From an optimization exercise on the open Yosys and OpenROAD flow, aimed at small area, a short achievable clock period and few clock cycles per item; shortcuts taken in it are not production practice.
Function was checked by simulation only, so behaviour that the tests miss may differ from the original.
Power figures rest on the tool's default switching activity, not on a simulated workload.

==> flow/design.v (excerpt) <==
module data_mem_bank #(
  parameter int ADDR_W    = 8,
  parameter bit INIT_ZERO = 1
) (
  input  logic              clk,
  input  logic              rst_n,
  input  logic              req_valid,
  output logic              req_ready,
  input  logic              req_we,
  input  logic [2:0]        req_funct3,
  input  logic [ADDR_W-1:0] req_addr,
  input  logic [31:0]       req_wdata,
  output logic              resp_valid,
  input  logic              resp_ready,
  output logic [31:0]       resp_rdata,
  output logic              resp_err
);
==> flow/config.mk <==
export PLATFORM = sky130hd
export DESIGN_NAME = data_mem_bank
export DESIGN_NICKNAME = data_mem_bank
export VERILOG_FILES = /design/flow/design.v
export SDC_FILE = /design/flow/constraint.sdc
export NUM_CORES = 4
export LEC_CHECK = 0
export CAP_MARGIN = 5
export CORE_MARGIN = 2
export CORE_UTILIZATION = 45
export CTS_CLUSTER_DIAMETER = 100
export CTS_CLUSTER_SIZE = 30
export PLACE_DENSITY = 0.75
export SETUP_SLACK_MARGIN = 1.85
export SLEW_MARGIN = 5
export SYNTH_HIERARCHICAL = 1
export SYNTH_MINIMUM_KEEP_SIZE = 0
==> flow/constraint.sdc <==
create_clock -name core_clock -period 4.2 [get_ports {clk}]
set_input_delay 0.8400 -clock core_clock [delete_from_list [all_inputs] [get_ports {clk}]]
set_output_delay 0.8400 -clock core_clock [all_outputs]
set_load 0.01 [all_outputs]
run.sh (not shown) runs the stock make flow with config.mk's settings and CLKGATE_MAP_FILE= SYNTH_SCRIPT=/design/flow/synth_recipe.tcl, a recipe that flattens the netlist after the stock synthesis.
The baseline ran to the end with no violations.
Testbench counts at the start, summed over its fixed seeds: cycles 177,641, items 160,000.
Next try:
--- a/flow/config.mk
+++ b/flow/config.mk
@@ -11,5 +11,4 @@
 export CTS_CLUSTER_DIAMETER = 100
 export CTS_CLUSTER_SIZE = 30
-export PLACE_DENSITY = 0.75
 export SETUP_SLACK_MARGIN = 1.85
 export SLEW_MARGIN = 5
After rerunning:
- worst setup slack is worse by 0.13 ns
- synthesized area stays the same
- die area is unchanged
- flip-flop and latch count is unchanged
- clock skew climbs by 0.017 ns
- total power is higher by 1.5%
- synthesized cell count is unchanged
- design area goes up by about 0.3%
Next try:
--- a/flow/config.mk
+++ b/flow/config.mk
@@ -9,6 +9,4 @@
 export CORE_MARGIN = 2
 export CORE_UTILIZATION = 45
-export CTS_CLUSTER_DIAMETER = 100
-export CTS_CLUSTER_SIZE = 30
 export SETUP_SLACK_MARGIN = 1.85
 export SLEW_MARGIN = 5
After rerunning: The changed run completed with no timing, DRC or antenna violations. Combinational power stays flat. Final area grows by 4.7%. Worst setup slack loses 0.069 ns. Global-route usage grows by 0.50 points.
Next try:
--- a/flow/config.mk
+++ b/flow/config.mk
@@ -9,4 +9,6 @@
 export CORE_MARGIN = 2
 export CORE_UTILIZATION = 45
+export CTS_CLUSTER_DIAMETER = 90
+export CTS_CLUSTER_SIZE = 26
 export SETUP_SLACK_MARGIN = 1.85
 export SLEW_MARGIN = 5
Outcome:
- The new run finished with timing, DRC and antenna clean
- via count decreases by 2.4%
- sequential power hardly moves
- die area stays the same
- clock-buffer cell count went down by 156
- core utilization fell by 2.2 points
- combinational power stays flat
- flip-flop and latch count is unchanged

========
data_mem_bank, a different RTL version from the one above (not shown whole).
Size: ~2200 flip-flops, ~83 I/O pins, about 0.079 mm² of cells after synthesis.
clock: 4.2 ns
lec_check: 0
cap_margin: 5
core_margin: 2
core_utilization: 60
setup_slack_margin: 1.85
slew_margin: 5
synth_hierarchical: 1
synth_minimum_keep_size: 0
Testbench counts at the start, summed over its fixed seeds: cycles 177,641, items 160,000.
Then changed:
--- a/flow/config.mk
+++ b/flow/config.mk
@@ -8,5 +8,7 @@
 export CAP_MARGIN = 5
 export CORE_MARGIN = 2
-export CORE_UTILIZATION = 60
+export CORE_UTILIZATION = 45
+export CTS_CLUSTER_DIAMETER = 100
+export CTS_CLUSTER_SIZE = 30
 export SETUP_SLACK_MARGIN = 1.85
 export SLEW_MARGIN = 5
=> Wire length falls by 13%; combinational power falls by 14%; critical path depth falls by 1; clock power falls by 44%; non-clock buffer count falls by 39; total power falls by 18%; maximum frequency rises by 2.3%.
Then changed:
--- a/flow/config.mk
+++ b/flow/config.mk
@@ -9,6 +9,4 @@
 export CORE_MARGIN = 2
 export CORE_UTILIZATION = 45
-export CTS_CLUSTER_DIAMETER = 100
-export CTS_CLUSTER_SIZE = 30
 export SETUP_SLACK_MARGIN = 1.85
 export SLEW_MARGIN = 5
The changed run went through all stages and came out clean.
Combinational power goes down by about 1%.
Wire length came out higher by 1.6%.
Die area does not change.
Sequential cell count stays the same.
Then changed:
--- a/flow/config.mk
+++ b/flow/config.mk
@@ -9,5 +9,7 @@
 export CORE_MARGIN = 2
 export CORE_UTILIZATION = 45
-export SETUP_SLACK_MARGIN = 1.85
+export CTS_CLUSTER_DIAMETER = 100
+export CTS_CLUSTER_SIZE = 30
+export SETUP_SLACK_MARGIN = 2.0
 export SLEW_MARGIN = 5
 export SYNTH_HIERARCHICAL = 1
The changed run ran to the end with no violations.
Synthesized area is unchanged.
Critical path depth goes up by 2.
Worst setup slack improves by 0.044 ns.
Final area went down by 1.7%.
Synthesized cell count is unchanged.
Combinational power rose by 12%.
Clock skew is lower by 0.0034 ns.
Die area stays the same.

========
== onyx ==
Another version of the RTL of data_mem_bank (not shown whole).
Size in the first run: ~5700 cells after synthesis, roughly 2100 flip-flops, roughly 83 I/O pins, roughly 83000 sq um of cells after synthesis.
==> flow/design.v (excerpt) <==
module data_mem_bank #(
  parameter int ADDR_W    = 8,
  parameter bit INIT_ZERO = 1
) (
  input  logic              clk,
  input  logic              rst_n,
  input  logic              req_valid,
  output logic              req_ready,
  input  logic              req_we,
  input  logic [2:0]        req_funct3,
  input  logic [ADDR_W-1:0] req_addr,
  input  logic [31:0]       req_wdata,
  output logic              resp_valid,
  input  logic              resp_ready,
  output logic [31:0]       resp_rdata,
  output logic              resp_err
);
  localparam int WORDS = 2 ** (ADDR_W - 2);
  logic [31:0] mem [WORDS];
  logic              stall;
  logic              accept;
  logic [ADDR_W-3:0] word_idx;
  logic [1:0]        lane;
  logic [2:0]        f3;
  logic              acc_err;
  logic [3:0]        be;
  logic [31:0]       wd;
  logic [WORDS-1:0]  sel;
  logic [31:0]       rd_word;
  logic              s1_v;
  logic [31:0]       s1_word;
  logic [1:0]        s1_lane;
  logic [2:0]        s1_f3;
  logic              s1_zero;
  logic              s1_err;
  logic [7:0]        rd_byte;
  logic [15:0]       rd_half;
  logic [31:0]       ld_data;
  assign stall      = resp_valid && !resp_ready;
  assign req_ready  = !stall;
  assign accept     = req_valid && !stall;
  assign word_idx   = req_addr[ADDR_W-1:2];
  assign f3         = req_funct3;
  always_comb begin
    acc_err = (f3[1:0] == 2'b11) || (f3 == 3'b110) || (req_we && f3[2]);
    case (f3[1:0])
      2'b10:   lane = 2'b00;
      2'b01:   lane = {req_addr[1], 1'b0};
      default: lane = req_addr[1:0];
    endcase
  end
  always_comb begin
    case (f3[1:0])
      2'b00: begin
        be = 4'b0001 << lane;
        wd = {4{req_wdata[7:0]}};
  ...
make LEC_CHECK=0 CAP_MARGIN=5 CORE_MARGIN=2 CORE_UTILIZATION=45 SETUP_SLACK_MARGIN=2.05 SLEW_MARGIN=5 finish   # period 4.2 ns
No stage failed in onyx, and the final checks on the layout all came back clean.
Testbench counts of onyx, summed over its fixed seeds: cycles 177,631, items 160,000.
What fjord does differently from onyx at the input level:
# onyx
export LEC_CHECK = 0
export CAP_MARGIN = 5
export CORE_MARGIN = 2
export CORE_UTILIZATION = 45
export SETUP_SLACK_MARGIN = 2.05
export SLEW_MARGIN = 5
create_clock -name core_clock -period 4.2 [get_ports {clk}]
# fjord
export LEC_CHECK = 0
export CAP_MARGIN = 20
export CORE_MARGIN = 2
export CORE_UTILIZATION = 60
export SETUP_SLACK_MARGIN = 1.9
export SLEW_MARGIN = 20
create_clock -name core_clock -period 4.2 [get_ports {clk}]
==> comparison <==
- Across both runs, post-route core utilization was higher for fjord than for onyx.
- Summary of fjord over onyx: proportion of power drawn by the clock network grew by 0.2 points; final hold slack higher.
- Delta (fjord minus onyx): sequential element share of the synthesized area shows no meaningful change; wire length of the first global-routing pass shows a reduction of 15 mm; setup violation total in the final timing report shows no meaningful change.
- Share of total power in combinational logic | fjord below onyx

## afterwards: timing with drivers on the ports
Ports are ideal in the flow. The routed layouts listed here were re-timed in OpenROAD.
Step 1 (the two cells are an assumption about what drives the block):
set clk [get_ports {clk}]
set_driving_cell -lib_cell sky130_fd_sc_hd__clkbuf_16 $clk
set_driving_cell -lib_cell sky130_fd_sc_hd__buf_2 [delete_from_list [all_inputs] $clk]
Step 2 also shifts input and output timing later by t, the mid clock arrival at the registers, as if the neighbouring blocks saw the same clock.
Slacks: ideal ports / drivers / drivers and shift; pairs: ideal ports / drivers.
run | t (ns) | setup WS [ns] | worst setup path after step 2 | latest minus earliest clock arrival (ns) | slew at the worst register clock pin (ns)
the first run of note 1 | 0.811 | 1.858 / 1.798 / 1.334 | input to register | 0.037 / 0.037 | 0.11 / 0.11
the second run of note 1 | 0.820 | 1.731 / 1.642 / 1.273 | input to register | 0.051 / 0.051 | 0.12 / 0.12
the third run of note 1 | 0.923 | 1.662 / 1.581 / 1.073 | input to register | 0.042 / 0.042 | 0.07 / 0.07
the fourth run of note 1 | 0.833 | 1.748 / 1.660 / 1.250 | input to register | 0.038 / 0.038 | 0.11 / 0.11
the first run of note 2 | 0.891 | 1.766 / 1.704 / 1.050 | input to register | 0.029 / 0.030 | 0.07 / 0.07
the second run of note 2 | 0.808 | 1.820 / 1.816 / 1.264 | input to register | 0.055 / 0.055 | 0.12 / 0.12
the third run of note 2 | 0.917 | 1.812 / 1.789 / 1.236 | input to register | 0.060 / 0.060 | 0.07 / 0.07
the fourth run of note 2 | 0.810 | 1.856 / 1.856 / 1.365 | input to register | 0.062 / 0.062 | 0.12 / 0.12
onyx | 0.950 | 1.803 / 1.644 / 0.694 | input to register | 0.031 / 0.032 | 0.07 / 0.07
fjord | 0.905 | 1.836 / 1.742 / 0.836 | input to register | 0.025 / 0.025 | 0.07 / 0.07
After both steps every run listed still meets setup and hold. The setup slack of onyx, which loses most, moves by -0.159 ns with the drivers and by -1.109 ns with both steps.
